From an optimization exercise on the open Yosys and OpenROAD flow, aimed at small area, a short achievable clock period and few clock cycles per item; shortcuts taken in it are not production practice. Only simulation tests tie the RTL to the original design; equivalence was not proved. Power and IR drop assume default switching activity.

==> flow/design.v <==
package hafir_pkg;
  localparam int MAX_LINE_WIDTH = 4096;
  localparam int COL_W = 12;
  localparam int LW_W = 13;
  localparam int CH_W = 8;
  localparam int PIX_W = 24;
endpackage
module hafir_lane #(
  parameter int CPA = 1    
) (
  input  logic       k_pass,
  input  logic       k1,
  input  logic       k3,
  input  logic [7:0] a,
  input  logic [7:0] b,
  input  logic [7:0] c,
  input  logic [7:0] d,
  input  logic [7:0] e,
  output logic [7:0] filt
);
  logic [11:0] o1, o2, o3, p, q;
  logic [11:0] x1, y1, x2, y2, x3, y3;
  logic [11:0] sum;
  assign o1 = {3'd0, b, 1'b0};
  assign o2 = {3'd0, d, 1'b0};
  assign o3 = {3'd0, c, 1'b0};
  assign p  = k3 ? {4'd0, a} : {3'd0, c, 1'b0};
  assign q  = ({12{k1}} & {1'b0, c, 3'b000}) | ({12{k3}} & {4'd0, e});
  logic [11:0] h1, h2, h3;
  assign h1 = o1 ^ o2;
  assign x1 = h1 ^ o3;
  assign y1 = {(o1[10:0] & o2[10:0]) | (h1[10:0] & o3[10:0]), 1'b0};
  assign h2 = x1 ^ y1;
  assign x2 = h2 ^ p;
  assign y2 = {(x1[10:0] & y1[10:0]) | (h2[10:0] & p[10:0]), 1'b0};
  assign h3 = x2 ^ y2;
  assign x3 = h3 ^ q;
  assign y3 = {(x2[10:0] & y2[10:0]) | (h3[10:0] & q[10:0]), 1'b0};
  if (CPA == 0) begin : g_add
    assign sum = x3 + y3;
  end else if (CPA == 1) begin : g_skl
    logic [11:0] g [5];
    logic [11:0] t [5];
    always_comb begin
      g[0] = x3 & y3;
      t[0] = x3 ^ y3;
      for (int l = 0; l < 4; l++) begin
        for (int i = 0; i < 12; i++) begin
          if (((i >> l) & 1) == 1) begin
            g[l+1][i] = g[l][i] | (t[l][i] & g[l][((i >> l) << l) - 1]);
            t[l+1][i] = t[l][i] & t[l][((i >> l) << l) - 1];
          end else begin
            g[l+1][i] = g[l][i];
            t[l+1][i] = t[l][i];
          end
        end
      end
    end
    assign sum = t[0] ^ {g[4][10:0], 1'b0};
  end else begin : g_rc
    logic [12:0] cy;
    assign cy[0] = 1'b0;
    for (genvar i = 0; i < 12; i++) begin : g_bit
      assign sum[i]  = x3[i] ^ y3[i] ^ cy[i];
      assign cy[i+1] = (x3[i] & y3[i]) | (x3[i] & cy[i]) | (y3[i] & cy[i]);
    end
  end
  assign filt = k_pass ? c : (k1 ? sum[11:4] : sum[10:3]);
endmodule
module horizontal_antialias_fir_core (
  input  logic        clk,
  input  logic        rst_n,
  input  logic        in_valid,
  output logic        in_ready,
  input  logic [7:0]  red_in,
  input  logic [7:0]  green_in,
  input  logic [7:0]  blue_in,
  output logic        out_valid,
  input  logic        out_ready,
  output logic [7:0]  red_out,
  output logic [7:0]  green_out,
  output logic [7:0]  blue_out,
  output logic        line_end,
  input  logic        cfg_psel,
  input  logic        cfg_penable,
  input  logic        cfg_pwrite,
  input  logic [2:0]  cfg_paddr,
  input  logic [31:0] cfg_pwdata,
  output logic [31:0] cfg_prdata,
  output logic        cfg_pready
);
  logic [1:0]  filter_sel_r;
  logic [12:0] line_width_r;
  logic [11:0] col_r;
  logic [23:0] w0_r, w1_r, w2_r, w3_r;    
  logic        v2_r, v3_r;                
  logic        t2_r, t3_r;                
  logic        kp_r, k1_r, k3_r;          
  logic [24:0] o_r;                       
  logic        ov_r;
  logic [23:0] px;
  logic [23:0] filt;
  logic        wr_d_r;
  logic        o_free;
  logic        in_acc;
  logic        cfg_wr;
  logic [12:0] col_inc;
  logic        last;
  logic        use_filt;
  logic        emit;
  logic        shift;
  assign px = {red_in, green_in, blue_in};
  assign cfg_pready = 1'b1;
  assign cfg_wr     = cfg_psel && cfg_penable && cfg_pwrite;
  assign cfg_prdata = cfg_paddr[2] ? {19'd0, line_width_r} : {30'd0, filter_sel_r};
  always_ff @(posedge clk) begin
    if (!rst_n) begin
      filter_sel_r <= 2'd0;
      line_width_r <= 13'd640;
    end else if (cfg_wr) begin
      if (cfg_paddr[2]) line_width_r <= cfg_pwdata[12:0];
      else              filter_sel_r <= cfg_pwdata[1:0];
    end
  end
  assign col_inc  = {1'b0, col_r} + 13'd1;
  assign last     = col_inc[12] || (col_inc >= line_width_r);
  assign use_filt = in_acc ? (!last && (col_r >= 12'd3))
                           : ((col_r >= 12'd4) && ({1'b0, col_r} < line_width_r));
  always_ff @(posedge clk) begin
    if (!rst_n) begin
      wr_d_r <= 1'b0;
      kp_r   <= 1'b1;
      k1_r   <= 1'b0;
      k3_r   <= 1'b0;
    end else begin
      wr_d_r <= cfg_wr;
      kp_r   <= !use_filt || (filter_sel_r == 2'd0);
      k1_r   <= filter_sel_r == 2'd1;
      k3_r   <= filter_sel_r == 2'd3;
    end
  end
  assign o_free   = !ov_r || out_ready;
  assign in_ready = !wr_d_r && (!v2_r || o_free);
  assign in_acc   = in_valid && in_ready;
  assign emit     = o_free && v2_r && (in_acc || t2_r || (v3_r && t3_r));
  assign shift    = in_acc || ((!v3_r || t3_r) && (emit || (!v2_r && v3_r)));
  for (genvar l = 0; l < 3; l++) begin : g_lane
    hafir_lane u_lane (
      .k_pass     (kp_r),
      .k1         (k1_r),
      .k3         (k3_r),
      .a          (w0_r[l*8 +: 8]),
      .b          (w1_r[l*8 +: 8]),
      .c          (w2_r[l*8 +: 8]),
      .d          (w3_r[l*8 +: 8]),
      .e          (px[l*8 +: 8]),
      .filt       (filt[l*8 +: 8])
    );
  end
  always_ff @(posedge clk) begin
    if (!rst_n) begin
      v2_r  <= 1'b0;
      v3_r  <= 1'b0;
      col_r <= 12'd0;
    end else begin
      if (shift) begin
        v2_r <= v3_r;
        v3_r <= in_acc;
      end else if (emit) begin
        v2_r <= 1'b0;
      end
      if (in_acc) col_r <= last ? 12'd0 : col_inc[11:0];
    end
  end
  always_ff @(posedge clk) begin
    if (shift) begin
      w0_r <= w1_r;
      w1_r <= w2_r;
      w2_r <= w3_r;
      w3_r <= px;
      t2_r <= t3_r;
      t3_r <= last;
    end
  end
  always_ff @(posedge clk) begin
    if (!rst_n) ov_r <= 1'b0;
    else        ov_r <= emit || (ov_r && !out_ready);
  end
  always_ff @(posedge clk) begin
    if (o_free) o_r <= {filt, t2_r};
  end
  assign out_valid = ov_r;
  assign red_out   = o_r[24:17];
  assign green_out = o_r[16:9];
  assign blue_out  = o_r[8:1];
  assign line_end  = o_r[0];
endmodule
clock: 8.5 ns
lec_check: 0
cap_margin: 20
core_margin: 2
core_utilization: 40
cts_buf_list: sky130_fd_sc_hd__clkbuf_8
cts_cluster_diameter: 100
cts_cluster_size: 50
setup_slack_margin: 4.2
slew_margin: 20
tns_end_percent: 10
standard.sh (not shown) runs the stock make flow with config.mk's settings and CLKGATE_MAP_FILE= SYNTH_SCRIPT=/design/flow/synth_recipe.tcl, a recipe that flattens the netlist after the stock synthesis.
==> flow/flow/run.sh <==
#!/bin/bash
# The standard layout (the standard.sh, unchanged synthesis), with the
# port buffers inserted as buf_1 cells instead of the resizer's default pick.
set -euo pipefail
bash standard.sh "BUFFER_PORTS_ARGS=-buffer_cell sky130_fd_sc_hd__buf_1"  finish > flow_make.log 2>&1
Testbench counts at the start, summed over its fixed seeds: cycles 27,321, items 27,129.
==> next run, changes <==
Settings changed: CORE_UTILIZATION 40 to 60, CTS_BUF_LIST sky130_fd_sc_hd__clkbuf_8 to unset, CTS_CLUSTER_DIAMETER 100 to unset, CTS_CLUSTER_SIZE 50 to unset, SETUP_SLACK_MARGIN 4.2 to 4.5, TNS_END_PERCENT 10 to unset.
Non-clock buffer count goes up by 31.
Global-route usage goes up by 9.5 points.
Setup slack improves by 150 ps.

========
RTL: the design.v shown in full above, as it stands there.
==> flow/config.mk <==
export PLATFORM = sky130hd
export DESIGN_NAME = horizontal_antialias_fir_core
export DESIGN_NICKNAME = horizontal_antialias_fir_core
export VERILOG_FILES = /design/flow/design.v
export SDC_FILE = /design/flow/constraint.sdc
export NUM_CORES = 4
export LEC_CHECK = 0
export CAP_MARGIN = 20
export CORE_MARGIN = 2
export CORE_UTILIZATION = 40
export CTS_BUF_LIST = sky130_fd_sc_hd__clkbuf_8
export CTS_CLUSTER_DIAMETER = 100
export CTS_CLUSTER_SIZE = 50
export SETUP_SLACK_MARGIN = 4.2
export SLEW_MARGIN = 20
==> flow/constraint.sdc <==
create_clock -name core_clock -period 8.5 [get_ports {clk}]
set_input_delay 1.7000 -clock core_clock [delete_from_list [all_inputs] [get_ports {clk}]]
set_output_delay 1.7000 -clock core_clock [all_outputs]
set_load 0.01 [all_outputs]
==> flow/flow/run.sh <==
#!/bin/bash
# The standard layout (the standard.sh, unchanged synthesis), with the
# port buffers inserted as buf_1 cells instead of the resizer's default pick.
set -euo pipefail
bash standard.sh "BUFFER_PORTS_ARGS=-buffer_cell sky130_fd_sc_hd__buf_1" "CTS_ARGS=-sink_clustering_enable -repair_clock_nets -sink_clustering_size 25 -sink_clustering_max_diameter 300 -buf_list sky130_fd_sc_hd__clkbuf_8 -dont_use_dummy_load" finish > flow_make.log 2>&1
Testbench counts at the start, summed over its fixed seeds: cycles 27,321, items 27,129.
Change:
==> flow/flow/run.sh (replaced) <==
#!/bin/bash
# The standard layout (the standard.sh, unchanged synthesis), with the
# port buffers inserted as buf_1 cells instead of the resizer's default pick.
set -euo pipefail
bash standard.sh "BUFFER_PORTS_ARGS=-buffer_cell sky130_fd_sc_hd__buf_1" REMOVE_ABC_BUFFERS=1 finish > flow_make.log 2>&1
=>
- power went up by 11%
- setup slack gets worse by 0.018 ns
- final cell count goes up by 1.7%
- clock-buffer cell count stays the same
- maximum frequency falls by 0.43%
Change:
==> flow/flow/run.sh (replaced) <==
#!/bin/bash
# The standard layout (the standard.sh, unchanged synthesis), with the
# port buffers inserted as buf_1 cells instead of the resizer's default pick.
set -euo pipefail
bash standard.sh "BUFFER_PORTS_ARGS=-buffer_cell sky130_fd_sc_hd__buf_1" "CTS_ARGS=-sink_clustering_enable -repair_clock_nets -sink_clustering_size 50 -sink_clustering_max_diameter 100 -buf_list sky130_fd_sc_hd__clkbuf_8 -dont_use_dummy_load" finish > flow_make.log 2>&1
- via count is lower by 2.5%
- synthesized area is unchanged
- power came out lower by 10%
- final area falls by about 3.4%
- utilization fell by 1.6 points

========
Starts from the design.v that is shown in full above.
Settings: LEC_CHECK=0, CAP_MARGIN=20, CORE_MARGIN=2, CORE_UTILIZATION=40, CTS_BUF_LIST=sky130_fd_sc_hd__clkbuf_8, CTS_CLUSTER_DIAMETER=100, CTS_CLUSTER_SIZE=50, SETUP_SLACK_MARGIN=4.2, SLEW_MARGIN=20, TNS_END_PERCENT=30; clock period 8.5 ns.
==> flow/flow/run.sh <==
#!/bin/bash
# The standard layout (the standard.sh, unchanged synthesis), with the
# port buffers inserted as buf_1 cells instead of the resizer's default pick.
set -euo pipefail
bash standard.sh "BUFFER_PORTS_ARGS=-buffer_cell sky130_fd_sc_hd__buf_1"  finish > flow_make.log 2>&1
Testbench counts at the start, summed over its fixed seeds: cycles 27,321, items 27,129.
Rerun with:
CTS_BUF_LIST = sky130_fd_sc_hd__clkbuf_4 sky130_fd_sc_hd__clkbuf_8   (was sky130_fd_sc_hd__clkbuf_8)
CTS_CLUSTER_DIAMETER = default   (was 100)
CTS_CLUSTER_SIZE = 25   (was 50)
SETUP_SLACK_MARGIN = 4.5   (was 4.2)
TNS_END_PERCENT = default   (was 30)
Effect: Global-route usage rose by 0.26 points; die area stays the same; power rose by a little under a tenth; worst hold slack gets worse by 3.4 ps; critical path depth is unchanged; final cell count rose by a few percent; area after synthesis does not change; routed wire length rose by a few percent; non-clock buffer count rose by 34; worst setup slack gets better by 81 ps; first-iteration DRC count fell by roughly a tenth.
Rerun with:
CORE_UTILIZATION = 60   (was 40)
CTS_BUF_LIST = sky130_fd_sc_hd__clkbuf_8   (was sky130_fd_sc_hd__clkbuf_4 sky130_fd_sc_hd__clkbuf_8)
CTS_CLUSTER_DIAMETER = 100   (was default)
CTS_CLUSTER_SIZE = 50   (was 25)
SETUP_SLACK_MARGIN = 4.2   (was 4.5)
Outcome:
- via count hardly moves
- worst setup slack degrades by 81 ps
- critical path depth came out lower by 1
- synthesized cell count is unchanged
- sequential share of layout area came out higher by 2.2 points
- die area came out lower by 33%
- count of clock-buffer cells in the layout came out lower by 5
- combinational power came out lower by 19%
- utilization came out higher by 21 points
- routed wire length came out lower by 4.3%

========
RTL: the design.v shown in full above, as it stands there.
Settings: LEC_CHECK=0, CAP_MARGIN=20, CORE_MARGIN=2, CORE_UTILIZATION=40, CTS_BUF_LIST=sky130_fd_sc_hd__clkbuf_8, CTS_CLUSTER_DIAMETER=100, CTS_CLUSTER_SIZE=50, SETUP_SLACK_MARGIN=4.0, SLEW_MARGIN=20; clock period 8.5 ns.
Scripts as last shown in full above: flow/flow/run.sh
Testbench counts at the start, summed over its fixed seeds: cycles 27,321, items 27,129.
Then changed:
- CORE_UTILIZATION: 40 -> 50
- PLACE_DENSITY: not set -> 0.75
- SETUP_SLACK_MARGIN: 4.0 -> 4.2
Result: Global-route usage rises by 3.2 points. Via count rises by about 3.4%. Sequential share of layout area falls by 0.85 points. Cell count falls by 3.3%.
Then changed:
- CORE_UTILIZATION: 50 -> 40
- CTS_BUF_LIST: sky130_fd_sc_hd__clkbuf_8 -> not set
- CTS_CLUSTER_DIAMETER: 100 -> not set
- CTS_CLUSTER_SIZE: 50 -> not set
- PLACE_DENSITY: 0.75 -> not set
- SETUP_SLACK_MARGIN: 4.2 -> 4.5
Design area came out higher by a few percent.
Cell count came out higher by a few percent.
Utilization came out lower by 8.9 points.
Non-clock buffer count came out higher by 23.
Combinational power came out higher by about a fifth.
Register-to-register slack gets better by 0.06 ns.
Via count came out higher slightly.
Clock-buffer cell count came out higher by 2.
Worst hold slack gets worse by 0.0064 ns.
First-iteration DRC count came out lower by a few percent.
Synthesized cell count stays the same.

========
Setup of old:
RTL: the design.v shown in full above, as it stands there.
export LEC_CHECK = 0
export CAP_MARGIN = 20
export CORE_MARGIN = 2
export CORE_UTILIZATION = 40
export CTS_BUF_LIST = sky130_fd_sc_hd__clkbuf_8
export CTS_CLUSTER_DIAMETER = 100
export CTS_CLUSTER_SIZE = 50
export SETUP_SLACK_MARGIN = 4.5
export SLEW_MARGIN = 20
create_clock -name core_clock -period 8.5 [get_ports {clk}]
Scripts as last shown in full above: flow/flow/run.sh
Testbench counts of old, summed over its fixed seeds: cycles 27,321, items 27,129.
#### Input delta (new over old)
- CTS_CLUSTER_DIAMETER changed from 100 to 80
- CTS_CLUSTER_SIZE changed from 50 to 40
- CTS_BUF_LIST changed from sky130_fd_sc_hd__clkbuf_8 to sky130_fd_sc_hd__clkbuf_4 sky130_fd_sc_hd__clkbuf_8 sky130_fd_sc_hd__clkbuf_16
### Flow results
- [new vs old] setup slack: higher in new
- | core utilization | new vs old | 1.0 points higher |
- new: PASS, flow complete, no timing, DRC or antenna violations
- Compare new and old | non-clock buffer count higher: new

========
## job 7908
RTL: the design.v shown in full above, as it stands there.
Settings: LEC_CHECK=0, CAP_MARGIN=20, CORE_MARGIN=2, CORE_UTILIZATION=40, SETUP_SLACK_MARGIN=4.2, SLEW_MARGIN=20; clock period 8.5 ns.
Scripts as last shown in full above: flow/flow/run.sh
Testbench counts of job 7908, summed over its fixed seeds: cycles 27,321, items 27,129.
> inputs changed (job 7908 -> job 4088)
- CTS_BUF_LIST newly set to sky130_fd_sc_hd__clkbuf_8
- CTS_CLUSTER_SIZE newly set to 50
- CTS_CLUSTER_DIAMETER newly set to 100
-- flow/flow/run.sh --
<<< job 7908, line 4
set -euo pipefail
bash standard.sh "BUFFER_PORTS_ARGS=-buffer_cell sky130_fd_sc_hd__buf_1"  finish > flow_make.log 2>&1
>>> job 4088, line 4
set -euo pipefail
bash standard.sh "BUFFER_PORTS_ARGS=-buffer_cell sky130_fd_sc_hd__buf_1" "CTS_ARGS=-sink_clustering_enable -repair_clock_nets -sink_clustering_size 40 -sink_clustering_max_diameter 300 -buf_list sky130_fd_sc_hd__clkbuf_8 -dont_use_dummy_load" finish > flow_make.log 2>&1
[summary]
Relative to job 7908, shortest period the worst path allows decreased by 0.012 ns in job 4088.
Job 4088 does better than job 7908 on via count.
Job 4088: part of the power in the clock network 11 points below job 7908
On timing-limited maximum frequency, job 4088 and job 7908 are basically level.
Status: fraction of met3 tracks used by global routing parity (job 7908, job 4088)
Compared with job 7908, in job 4088 clock power shows a reduction of about 45%, all-layer global routing usage shows a reduction of 0.26 points.
Re post-place instance area: no difference whatsoever between job 7908 and job 4088.
Between job 4088 and job 7908, the fraction of area in multi-input gates is higher for job 4088.
Between job 7908 and job 4088, the cell count went down.
#### Input delta (job 9554 over job 4088)
- CTS_CLUSTER_DIAMETER: 100 -> unset
- SETUP_SLACK_MARGIN: 4.2 -> 4.5
- CTS_CLUSTER_SIZE: 50 -> unset
- CTS_BUF_LIST: sky130_fd_sc_hd__clkbuf_8 -> unset
==> flow/flow/run.sh <==
#!/bin/bash
# The standard layout (the standard.sh, unchanged synthesis), with the
# port buffers inserted as buf_1 cells instead of the resizer's default pick,
# and power recovery (downsizing of non-critical cells) after global routing.
set -euo pipefail
bash standard.sh "BUFFER_PORTS_ARGS=-buffer_cell sky130_fd_sc_hd__buf_1" RECOVER_POWER=100 finish > flow_make.log 2>&1
[summary]
Compared with job 4088, job 9554 shows power density over cell area higher by 15%. [flow] job 9554 | stages: complete | final checks: fail | reason: capacitance limit, slew limit. Hold slack: job 4088 vs job 9554, no meaningful difference. Relative max-transition margin was lower in the run labelled job 9554. Diff job 4088..job 9554 | initial antenna violation count | unchanged. From job 4088 to job 9554 the numbers moved as follows: total met2 wirelength after detailed routing picked up an extra 820 um; number of standard cells in the final layout excluding fillers picked up an extra about 3.6%; fraction of area in multi-input gates lost 1.5 points. In the final reports, the cell area of job 9554 is larger than that of job 4088.
What job 204 does differently from job 9554 at the input level:
- CTS_CLUSTER_DIAMETER now 100, previously not set
- SETUP_SLACK_MARGIN now 4.1, was 4.5
- CTS_BUF_LIST now sky130_fd_sc_hd__clkbuf_8, previously not set
- CTS_CLUSTER_SIZE now 50, previously not set
==> flow/flow/run.sh <==
#!/bin/bash
# The standard layout (the standard.sh, unchanged synthesis), with the
# port buffers inserted as buf_1 cells instead of the resizer's default pick.
set -euo pipefail
bash standard.sh "BUFFER_PORTS_ARGS=-buffer_cell sky130_fd_sc_hd__buf_1" "CTS_ARGS=-sink_clustering_enable -repair_clock_nets -sink_clustering_size 50 -sink_clustering_max_diameter 100 -buf_list sky130_fd_sc_hd__clkbuf_8 -dont_use_dummy_load" finish > flow_make.log 2>&1
Findings:
In job 204 the met3 usage in global routing turned out 0.34 points higher than in job 9554.
Diff job 9554 -> job 204 | clock power | decrease of 42%
Relative to job 9554, the critical path depth of job 204 is lower by 4.
Side by side, first-pass GRT wire length turned out lower in job 204 than in job 9554.
Compared to job 9554, job 204 shows a wider setup margin.
Compared with job 9554, total length of routed met3 wires in job 204 increased slightly.
Between job 9554 and job 204, wire length per cell decreased.
In the flow results for job 9554 and job 204, the largest vdd supply drop is larger on job 9554.
Job 204 was carried through to the last stage, and its layout satisfied the timing, DRC and antenna checks.
Against job 9554 as the reference, job 204 delivers a lower via count.
Job 204 vs job 9554 — design area dropped 6.1%.
What job 6377 does differently from job 204 at the input level:
- SETUP_SLACK_MARGIN changed from 4.1 to 4.5
- CTS_CLUSTER_DIAMETER removed (was 100)
- ABC_CLOCK_PERIOD_IN_PS newly set to 4000
- CTS_CLUSTER_SIZE removed (was 50)
- CTS_BUF_LIST removed (was sky130_fd_sc_hd__clkbuf_8)
==> flow/flow/run.sh <==
#!/bin/bash
# The standard layout (the standard.sh, unchanged synthesis), with the
# port buffers inserted as buf_1 cells instead of the resizer's default pick.
set -euo pipefail
bash standard.sh "BUFFER_PORTS_ARGS=-buffer_cell sky130_fd_sc_hd__buf_1"  finish > flow_make.log 2>&1
Results
- Termination of the worst setup path: o_r[13] -> job 6377, cfg_prdata[1] -> job 204
- A type of the worst setup path of input pin to output port is what job 204 shows, while flip-flop to flip-flop belongs to job 6377.
- In the reports for job 204 and job 6377, the larger global-route usage belongs to job 6377.
- Taking job 204 as the reference, in job 6377 final cell area excluding filler cells went up; clock network fraction of total power went up by 6.9 points.
- Compared with job 204, job 6377 is the more power-hungry design.
Inputs modified between job 6377 and job 3869:
- a change of SETUP_SLACK_MARGIN from 4.5 to 4.2
- an added CTS_CLUSTER_SIZE of 50
- an added CTS_CLUSTER_DIAMETER of 100
- a deleted ABC_CLOCK_PERIOD_IN_PS that had been 4000
- an added CTS_BUF_LIST of sky130_fd_sc_hd__clkbuf_8
- an added GPL_ROUTABILITY_DRIVEN of 0
-- flow/flow/run.sh --
<<< job 6377, line 4
set -euo pipefail
bash standard.sh "BUFFER_PORTS_ARGS=-buffer_cell sky130_fd_sc_hd__buf_1"  finish > flow_make.log 2>&1
>>> job 3869, line 4
set -euo pipefail
bash standard.sh "BUFFER_PORTS_ARGS=-buffer_cell sky130_fd_sc_hd__buf_1" "CTS_ARGS=-sink_clustering_enable -repair_clock_nets -sink_clustering_size 50 -sink_clustering_max_diameter 100 -buf_list sky130_fd_sc_hd__clkbuf_8 -dont_use_dummy_load" finish > flow_make.log 2>&1
Diff job 6377 -> job 3869: count of buffers not belonging to the clock network in the layout dropped 31, total placed cells including tap cells was more or less identical, total track usage shows a reduction of 0.55 points, global-route wire length before repair decreased by 3.4% relative to the old numbers, share of the final layout cell area in multi-input gates increased by 1.1 points relative to the old numbers. Changes observed in job 3869 relative to job 6377: combined area of the multi-input logic cells went down 5.4%, final total power went down 20%, via count went down 244. Job 6377 reports its startpoint-to-endpoint class of the critical path as flip-flop to flip-flop while job 3869 reports input pin to output port.

afterwards: timing with drivers on the ports:
How much do the figures lean on ideal ports? The routed layouts below were timed once more, with nothing changed but the port constraints.
Step 1 (the two cells are an assumption about what drives the block):
set clk [get_ports {clk}]
set_driving_cell -lib_cell sky130_fd_sc_hd__clkbuf_16 $clk
set_driving_cell -lib_cell sky130_fd_sc_hd__buf_2 [delete_from_list [all_inputs] $clk]
Step 2 times the ports against the registers' clock, not the clock port: input delays grow and output delays shrink by t, the midpoint of the rising clock arrivals with the driver on.
Three values: no drivers, after step 1, after step 2; two values: the first two.
| run | shift t [ns] | slack for setup (ns) | hold WS [ns] |
|---|---|---|---|
| the first run of note 1 | 0.493 | 4.353 / 4.348 / 4.025 | 0.453 / 0.453 / 0.453 |
| the second run of note 1 | 0.463 | 4.499 / 4.464 / 4.055 | 0.461 / 0.461 / 0.461 |
| the first run of note 2 | 0.474 | 4.372 / 4.348 / 4.023 | 0.447 / 0.447 / 0.447 |
| the second run of note 2 | 0.492 | 4.354 / 4.352 / 3.951 | 0.451 / 0.451 / 0.451 |
| the third run of note 2 | 0.474 | 4.372 / 4.348 / 4.023 | 0.447 / 0.447 / 0.447 |
| the first run of note 3 | 0.492 | 4.354 / 4.348 / 4.027 | 0.453 / 0.453 / 0.453 |
| the second run of note 3 | 0.492 | 4.435 / 4.435 / 4.008 | 0.450 / 0.450 / 0.450 |
| the third run of note 3 | 0.482 | 4.354 / 4.348 / 3.971 | 0.453 / 0.453 / 0.453 |
| the first run of note 4 | 0.491 | 4.145 / 4.119 / 4.000 | 0.453 / 0.453 / 0.453 |
| the second run of note 4 | 0.489 | 4.364 / 4.335 / 3.961 | 0.455 / 0.455 / 0.455 |
| the third run of note 4 | 0.475 | 4.444 / 4.444 / 4.019 | 0.448 / 0.448 / 0.448 |
| old | 0.496 | 4.425 / 4.425 / 4.005 | 0.450 / 0.450 / 0.450 |
| new | 0.475 | 4.463 / 4.463 / 4.046 | 0.448 / 0.448 / 0.448 |
| job 7908 | 0.460 | 4.360 / 4.348 / 4.008 | 0.451 / 0.451 / 0.451 |
| job 4088 | 0.474 | 4.372 / 4.348 / 4.023 | 0.447 / 0.447 / 0.447 |
| job 9554 | 0.473 | 3.653 / 3.679 / 3.206 | 0.448 / 0.448 / 0.448 |
| job 204 | 0.474 | 4.353 / 4.327 / 4.018 | 0.442 / 0.442 / 0.442 |
| job 6377 | 0.475 | 4.444 / 4.444 / 4.019 | 0.448 / 0.448 / 0.448 |
| job 3869 | 0.474 | 4.372 / 4.348 / 4.023 | 0.447 / 0.447 / 0.447 |
For job 9554, which loses most, drivers alone change the setup slack by +0.026 ns; drivers and shift together by -0.447 ns.
